Source: an optimization exercise on an open RTL-to-GDS flow (aim: small area and a short achievable clock period). Production flows keep margins and buffers that such runs may drop.
The RTL was checked by simulation tests, not by an equivalence proof against the original design.
The clock port is modelled as an ideal driver, which makes a skipped or thinned clock tree look cheaper than it is; a real chip needs a root buffer or a tree.
No activity file was given, so power comes from the tool's default toggle rates.

==> inputs of wip/juniper <==
==> flow/design.v (excerpt) <==
module kws_preprocess_top (
  input  logic                  hclk0,
  input  logic                  hrst_b0,
  input  logic                  hsel,
  input  logic [11:0]           haddr,
  input  logic [1:0]            htrans,
  input  logic                  hwrite,
  input  logic [31:0]           hwdata,
  input  logic                  hready_in,
  output logic [31:0]           hrdata
);
clock: 10.0 ns
lec_check: 0
cap_margin: 20
core_margin: 2
core_utilization: 60
slew_margin: 20
standard.sh (not shown) runs the stock make flow with config.mk's settings and CLKGATE_MAP_FILE= SYNTH_SCRIPT=/design/flow/synth_recipe.tcl, a recipe that flattens the netlist after the stock synthesis.
==> flow/flow/run.sh <==
#!/bin/bash
# Standard layout with two changes:
#  - the clock tree is built by flow/manual_cts.tcl (sourced as the PRE_CTS_TCL
#    hook; it takes the place of TritonCTS): a balanced two-level tree of
#    clkbuf_16, four roots on the clock port, each driving the leaf buffers of
#    one quarter of the core;
#  - timing repair is aimed below the clock period: repair_timing works on
#    every path with less than SETUP_SLACK_MARGIN slack, resizing and swapping
#    gates (unbuffer,sizeup,swap,clone) rather than adding buffers.
set -euo pipefail
bash standard.sh SETUP_SLACK_MARGIN=7.1 SETUP_MOVE_SEQUENCE=unbuffer,sizeup,swap,clone PRE_CTS_TCL="$PWD/flow/manual_cts.tcl" finish > standard_flow.log 2>&1
==> flow/flow/manual_cts.tcl <==
# Hook sourced before clock_tree_synthesis (PRE_CTS_TCL): replaces TritonCTS
# with a two-level clock tree. The clock port drives NROOT root buffers (one
# per region of the core); each root drives the leaf buffers of its region,
# and each leaf buffer drives a cluster of about equal size of nearby flops.
rename clock_tree_synthesis tritoncts_clock_tree_synthesis

proc kws_split {items key n} {
  # split items ({x y ...} lists) into n groups of about equal size by key
  set s [lsort -real -index $key $items]
  set len [llength $s]
  set out {}
  for {set i 0} {$i < $n} {incr i} {
    set a [expr {($i * $len) / $n}]
    set b [expr {(($i + 1) * $len) / $n - 1}]
    lappend out [lrange $s $a $b]
  }
  return $out
}

proc kws_centroid {items} {
  set sx 0.0; set sy 0.0
  foreach it $items { set sx [expr {$sx + [lindex $it 0]}]; set sy [expr {$sy + [lindex $it 1]}] }
  set n [llength $items]
  return [list [expr {int($sx / $n)}] [expr {int($sy / $n)}]]
}

proc clock_tree_synthesis {args} {
  set rx [expr {[info exists ::env(KWS_ROOT_X)] ? $::env(KWS_ROOT_X) : 2}]
  set ry [expr {[info exists ::env(KWS_ROOT_Y)] ? $::env(KWS_ROOT_Y) : 2}]
  set lx [expr {[info exists ::env(KWS_LEAF_X)] ? $::env(KWS_LEAF_X) : 3}]
  set ly [expr {[info exists ::env(KWS_LEAF_Y)] ? $::env(KWS_LEAF_Y) : 5}]
  set root_cell [expr {[info exists ::env(KWS_ROOT_CELL)] ? $::env(KWS_ROOT_CELL) : "sky130_fd_sc_hd__clkbuf_16"}]
  set leaf_cell [expr {[info exists ::env(KWS_LEAF_CELL)] ? $::env(KWS_LEAF_CELL) : "sky130_fd_sc_hd__clkbuf_16"}]
  set db [ord::get_db]
  set block [ord::get_db_block]
  set clk [$block findNet hclk0]
  $clk setSigType CLOCK
  set rmaster [$db findMaster $root_cell]
  set lmaster [$db findMaster $leaf_cell]
  # sinks: every instance pin on the clock net
  set sinks {}
  foreach it [$clk getITerms] {
    set xy [$it getAvgXY]
    if {[lindex $xy 0] == 0} {
      set inst [$it getInst]
      set bb [$inst getBBox]
      set xy [list 1 [expr {([$bb xMin] + [$bb xMax]) / 2}] [expr {([$bb yMin] + [$bb yMax]) / 2}]]
    }
    lappend sinks [list [lindex $xy 1] [lindex $xy 2] $it]
  }
  puts "manual cts: [llength $sinks] sinks, roots ${rx}x${ry}, leaves per root ${lx}x${ly}"
  set r 0; set l 0
  foreach col [kws_split $sinks 0 $rx] {
    foreach region [kws_split $col 1 $ry] {
      set rname "clkroot_$r"
      set rnet [odb::dbNet_create $block "${rname}_net"]
      $rnet setSigType CLOCK
      set leaves {}
      foreach lcol [kws_split $region 0 $lx] {
        foreach cl [kws_split $lcol 1 $ly] {
          if {[llength $cl] == 0} continue
          set c [kws_centroid $cl]
          set lname "clkleaf_$l"
          set linst [odb::dbInst_create $block $lmaster $lname]
          $linst setLocation [lindex $c 0] [lindex $c 1]
          $linst setPlacementStatus PLACED
          set lnet [odb::dbNet_create $block "${lname}_net"]
          $lnet setSigType CLOCK
          foreach s $cl {
            set it [lindex $s 2]
            $it disconnect
            $it connect $lnet
          }
          [$linst findITerm X] connect $lnet
          [$linst findITerm A] connect $rnet
          lappend leaves [list [lindex $c 0] [lindex $c 1]]
          incr l
        }
      }
      set c [kws_centroid $leaves]
      set rinst [odb::dbInst_create $block $rmaster $rname]
      $rinst setLocation [lindex $c 0] [lindex $c 1]
      $rinst setPlacementStatus PLACED
      [$rinst findITerm X] connect $rnet
      [$rinst findITerm A] connect $clk
      incr r
    }
  }
  puts "manual cts: $r roots, $l leaves"
  global_connect
  set_propagated_clock [all_clocks]
}
==> wip/nickel (differences from wip/juniper) <==
--- a/flow/design.v
+++ b/flow/design.v
@@ -204,34 +204,34 @@
     full     = count[3];                                
     empty    = (count == '0);
   end
 endmodule
 module result_queue (
   input  logic                 hclk0,
   input  logic                 hrst_b0,
   input  logic                 push,
-  input  logic [31:0]          push_prod,
-  input  logic [3:0]           push_shift,
+  input  logic [15:0]          push_value,
+  input  logic                 push_fits,
+  input  logic                 push_sign,
   input  logic                 push_last,
   input  logic                 pop,
   output kws_pre_pkg::result_t pop_data,
   output logic                 empty,
   output kws_pre_pkg::count_t  count
 );
   logic [16:0]          mem [kws_pre_pkg::fifo_depth];    
   logic [2:0]           wr_ptr;
   logic [2:0]           rd_ptr;
   logic                 st_valid;
   logic [2:0]           st_ptr;
-  logic [31:0]          st_prod;
-  logic [3:0]           st_shift;
+  logic [15:0]          st_shifted;
+  logic                 st_fits;
+  logic                 st_sign;
   logic                 st_last;
-  logic [15:0]          shifted;      
-  logic [15:0]          keep;         
   logic [15:0]          st_value;
   logic [16:0]          st_data;
   always_ff @(posedge hclk0 or negedge hrst_b0) begin
     if (!hrst_b0) begin
       wr_ptr   <= '0;
       rd_ptr   <= '0;
       count    <= '0;
       st_valid <= 1'b0;
@@ -244,32 +244,29 @@
         rd_ptr <= rd_ptr + 1'b1;
       end
       if (push != pop) begin
         count <= push ? count + 1'b1 : count - 1'b1;
       end
     end
   end
   always_comb begin
-    shifted = 16'(st_prod[30:0] >> st_shift);
-    for (int j = 0; j < 16; j++) begin
-      keep[j] = (j >= st_shift) ? (st_prod[15+j] ~^ st_prod[31]) : 1'b1;
-    end
-    if (&keep) begin
-      st_value = shifted;
+    if (st_fits) begin
+      st_value = st_shifted;
     end else begin
-      st_value = st_prod[31] ? 16'h8000 : 16'h7FFF;
+      st_value = st_sign ? 16'h8000 : 16'h7FFF;
     end
     st_data = {st_value, st_last};
   end
   always_ff @(posedge hclk0) begin
-    st_prod  <= push_prod;
-    st_shift <= push_shift;
-    st_last  <= push_last;
-    st_ptr   <= wr_ptr;
+    st_shifted <= push_value;
+    st_fits    <= push_fits;
+    st_sign    <= push_sign;
+    st_last    <= push_last;
+    st_ptr     <= wr_ptr;
     if (st_valid) begin
       mem[st_ptr] <= st_data;
     end
   end
   always_comb begin
     pop_data = (st_valid && st_ptr == rd_ptr) ? st_data : mem[rd_ptr];
     empty    = (count == '0);
   end
@@ -282,33 +279,36 @@
   input  kws_pre_pkg::sample_t   in_data,
   input  logic                   in_empty,
   output logic                   in_pop,
   output logic [7:0]             coef_lo,
   output logic [7:0]             coef_hi,
   input  kws_pre_pkg::sample_t   coef_value,
   input  logic                   result_pop,
   output logic                   out_push,
-  output logic [31:0]            out_prod,     
-  output logic [3:0]             out_shift,
+  output logic [15:0]            out_shift_val,
+  output logic                   out_fits,
+  output logic                   out_sign,
   output logic                   out_last
 );
   logic [7:0]             fi_lo;
   logic [7:0]             fi_hi;
   logic                   frame_end;
   kws_pre_pkg::count_t    occupancy;    
   logic                   s1_valid;
   kws_pre_pkg::sample_t   s1_sample;
   logic [7:0]             s1_neg, s1_one, s1_two;
   logic                   s1_last;
   logic [31:0]            pp_sum, pp_carry;
   logic                   s2_valid;
   logic [31:0]            s2_sum, s2_carry;
   logic [3:0]             s2_shift;
   logic                   s2_last;
+  logic [31:0]            product;
+  logic [15:0]            keep;         
   always_comb begin
     frame_end = fi_lo[cfg.frame_len[2:0]] & fi_hi[cfg.frame_len[5:3]];
     in_pop    = cfg.enable & ~in_empty & ~occupancy[3];
     coef_lo   = fi_lo;
     coef_hi   = fi_hi;
   end
   always_ff @(posedge hclk0 or negedge hrst_b0) begin
     if (!hrst_b0) begin
@@ -352,19 +352,24 @@
     .x       (s1_sample),
     .neg_i   (s1_neg),
     .one_i   (s1_one),
     .two_i   (s1_two),
     .sum_o   (pp_sum),
     .carry_o (pp_carry)
   );
   always_comb begin
+    product   = s2_sum + s2_carry;
+    out_shift_val = 16'(product[30:0] >> s2_shift);    
+    for (int j = 0; j < 16; j++) begin
+      keep[j] = (j >= s2_shift) ? (product[15+j] ~^ product[31]) : 1'b1;
+    end
     out_push  = s2_valid;
-    out_prod  = s2_sum + s2_carry;
-    out_shift = s2_shift;
+    out_fits  = &keep;                                   
+    out_sign  = product[31];
     out_last  = s2_last;
   end
 endmodule
 module kws_mul_csa (
   input  logic [15:0] x,         
   input  logic [7:0]  neg_i,     
   input  logic [7:0]  one_i,
   input  logic [7:0]  two_i,
@@ -963,18 +968,19 @@
   logic                   in_empty;
   kws_pre_pkg::count_t    in_count;
   logic                   in_pop;
   kws_pre_pkg::sample_t   in_data;
   logic [7:0]             coef_lo;
   logic [7:0]             coef_hi;
   kws_pre_pkg::sample_t   coef_value;
   logic                   out_push;
-  logic [31:0]            out_prod;
-  logic [3:0]             out_shift;
+  logic [15:0]            out_shift_val;
+  logic                   out_fits;
+  logic                   out_sign;
   logic                   out_last;
   logic                   result_pop;
   kws_pre_pkg::result_t   result;
   kws_pre_pkg::count_t    out_count;
   logic                   out_empty;
   ahb_slave_port u_port (
     .hclk0     (hclk0),
     .hrst_b0   (hrst_b0),
@@ -1027,25 +1033,27 @@
     .in_data    (in_data),
     .in_empty   (in_empty),
     .in_pop     (in_pop),
     .coef_lo    (coef_lo),
     .coef_hi    (coef_hi),
     .coef_value (coef_value),
     .result_pop (result_pop),
     .out_push   (out_push),
-    .out_prod   (out_prod),
-    .out_shift  (out_shift),
+    .out_shift_val (out_shift_val),
+    .out_fits   (out_fits),
+    .out_sign   (out_sign),
     .out_last   (out_last)
   );
   result_queue u_out_fifo (
     .hclk0     (hclk0),
     .hrst_b0   (hrst_b0),
     .push       (out_push),
-    .push_prod  (out_prod),
-    .push_shift (out_shift),
+    .push_value (out_shift_val),
+    .push_fits  (out_fits),
+    .push_sign  (out_sign),
     .push_last  (out_last),
     .pop       (result_pop),
     .pop_data  (result),
     .empty     (out_empty),
     .count     (out_count)
   );
 endmodule
==> flow/flow/run.sh (replaced) <==
#!/bin/bash
# Standard layout with two changes:
#  - the clock tree is built by flow/manual_cts.tcl (sourced as the PRE_CTS_TCL
#    hook; it takes the place of TritonCTS): a balanced two-level tree of
#    clkbuf_16, four roots on the clock port, each driving the leaf buffers of
#    one quarter of the core;
#  - timing repair is aimed below the clock period: repair_timing works on
#    every path with less than SETUP_SLACK_MARGIN slack.
set -euo pipefail
bash standard.sh SETUP_SLACK_MARGIN=7.0 PRE_CTS_TCL="$PWD/flow/manual_cts.tcl" finish > standard_flow.log 2>&1
==> wip/indigo (differences from wip/juniper) <==
==> flow/flow/run.sh (replaced) <==
#!/bin/bash
# Standard layout, with timing repair aimed below the clock period:
# repair_timing works on every path with less than SETUP_SLACK_MARGIN slack.
set -euo pipefail
bash standard.sh SETUP_SLACK_MARGIN=6.75 finish > standard_flow.log 2>&1
Settings changed: CTS_CLUSTER_DIAMETER set to 70, CTS_CLUSTER_SIZE set to 35.
removed: flow/flow/manual_cts.tcl
==> wip/lagoon (differences from wip/juniper) <==
==> flow/flow/run.sh (replaced) <==
#!/bin/bash
# Standard layout with two changes:
#  - the clock tree is built by flow/manual_cts.tcl (sourced as the PRE_CTS_TCL
#    hook; it takes the place of TritonCTS): a balanced two-level tree of
#    clkbuf_16, four roots on the clock port, each driving the leaf buffers of
#    one quarter of the core;
#  - timing repair is aimed below the clock period: repair_timing works on
#    every path with less than SETUP_SLACK_MARGIN slack.
set -euo pipefail
bash standard.sh SETUP_SLACK_MARGIN=6.9 PRE_CTS_TCL="$PWD/flow/manual_cts.tcl" finish > standard_flow.log 2>&1
==> run notes <==
quantity                                                                   wip/indigo               wip/juniper               wip/lagoon               wip/nickel
Period Utilization, post-route                                                 32.80%                    31.79%                   31.82%                   30.86%
Synthesized flop and latch total                                                 1526                      1526                     1526                     1508
#MultiIn Comb                                                                    1895                      1909                     1895                     1982
Area fraction in and, or, nand and nor cells after synthesis                   3.499%                    3.499%                   3.499%                   4.034%
Share of the synthesized area in the top cell type                             62.96%                    62.96%                   62.96%                   62.85%
Multi-input gate area                                                       16460 µm²                 17320 µm²                16660 µm²                17430 µm²
Switching fraction of total power                                              21.12%                    18.87%                   18.91%                   18.90%
Antenna Diode Count                                                                 1                         2                        0                        1
Status                                                        complete, no violations   complete, no violations  complete, no violations  complete, no violations
Seq pwr share                                                                   63.6%                     69.4%                    69.4%                    69.2%
Die width                                                                    324.0 µm                  324.0 µm                 324.0 µm                 324.3 µm
Fraction of synthesized cell area in xor and xnor cells                        2.680%                    2.680%                   2.680%                   2.840%
CP dominant cell by count                                                           -  sky130_fd_sc_hd__o21ai_2   sky130_fd_sc_hd__buf_6   sky130_fd_sc_hd__buf_6
Adder and majority cell fraction of the synthesized area                       4.126%                    4.126%                   4.126%                   4.103%
Endpoint with the worst hold slack                             u_out_fifo.st_shift[0]    u_out_fifo.st_shift[0]   u_out_fifo.st_shift[0]         u_engine.s2_last
In wip/juniper, wip/nickel and wip/lagoon the design's own scripts or RTL, not TritonCTS, make the clock network.

==> re-timing with driven ports <==
No port has a modelled driver above. Below, the same layouts with a new extraction and two added sets of constraints. Step 1 assumes that a clkbuf_16 drives the clock port and a buf_2 every other input. Step 2 adds t to the input delays and takes it off the output delays; t is the mean of the earliest and latest rising clock arrival at the registers after step 1. Input paths then give back, and output paths get back, about the clock's delay inside the block. a / b / c = ideal ports / drivers / drivers and shift; a / b = the first two.
run	t (ns)	setup slack, ns	worst register clock-pin slew, ns
wip/juniper	0.641	6.821 / 6.798 / 6.698	0.10 / 0.10
wip/nickel	0.632	6.914 / 6.759 / 6.657	0.10 / 0.10
wip/indigo	0.745	6.720 / 6.651 / 6.628	0.12 / 0.12
wip/lagoon	0.639	6.818 / 6.662 / 6.700	0.11 / 0.11
After both steps setup and hold are still met in every run listed. The setup slack of wip/nickel, which loses most, moves by -0.155 ns with the drivers and by -0.257 ns with both steps.
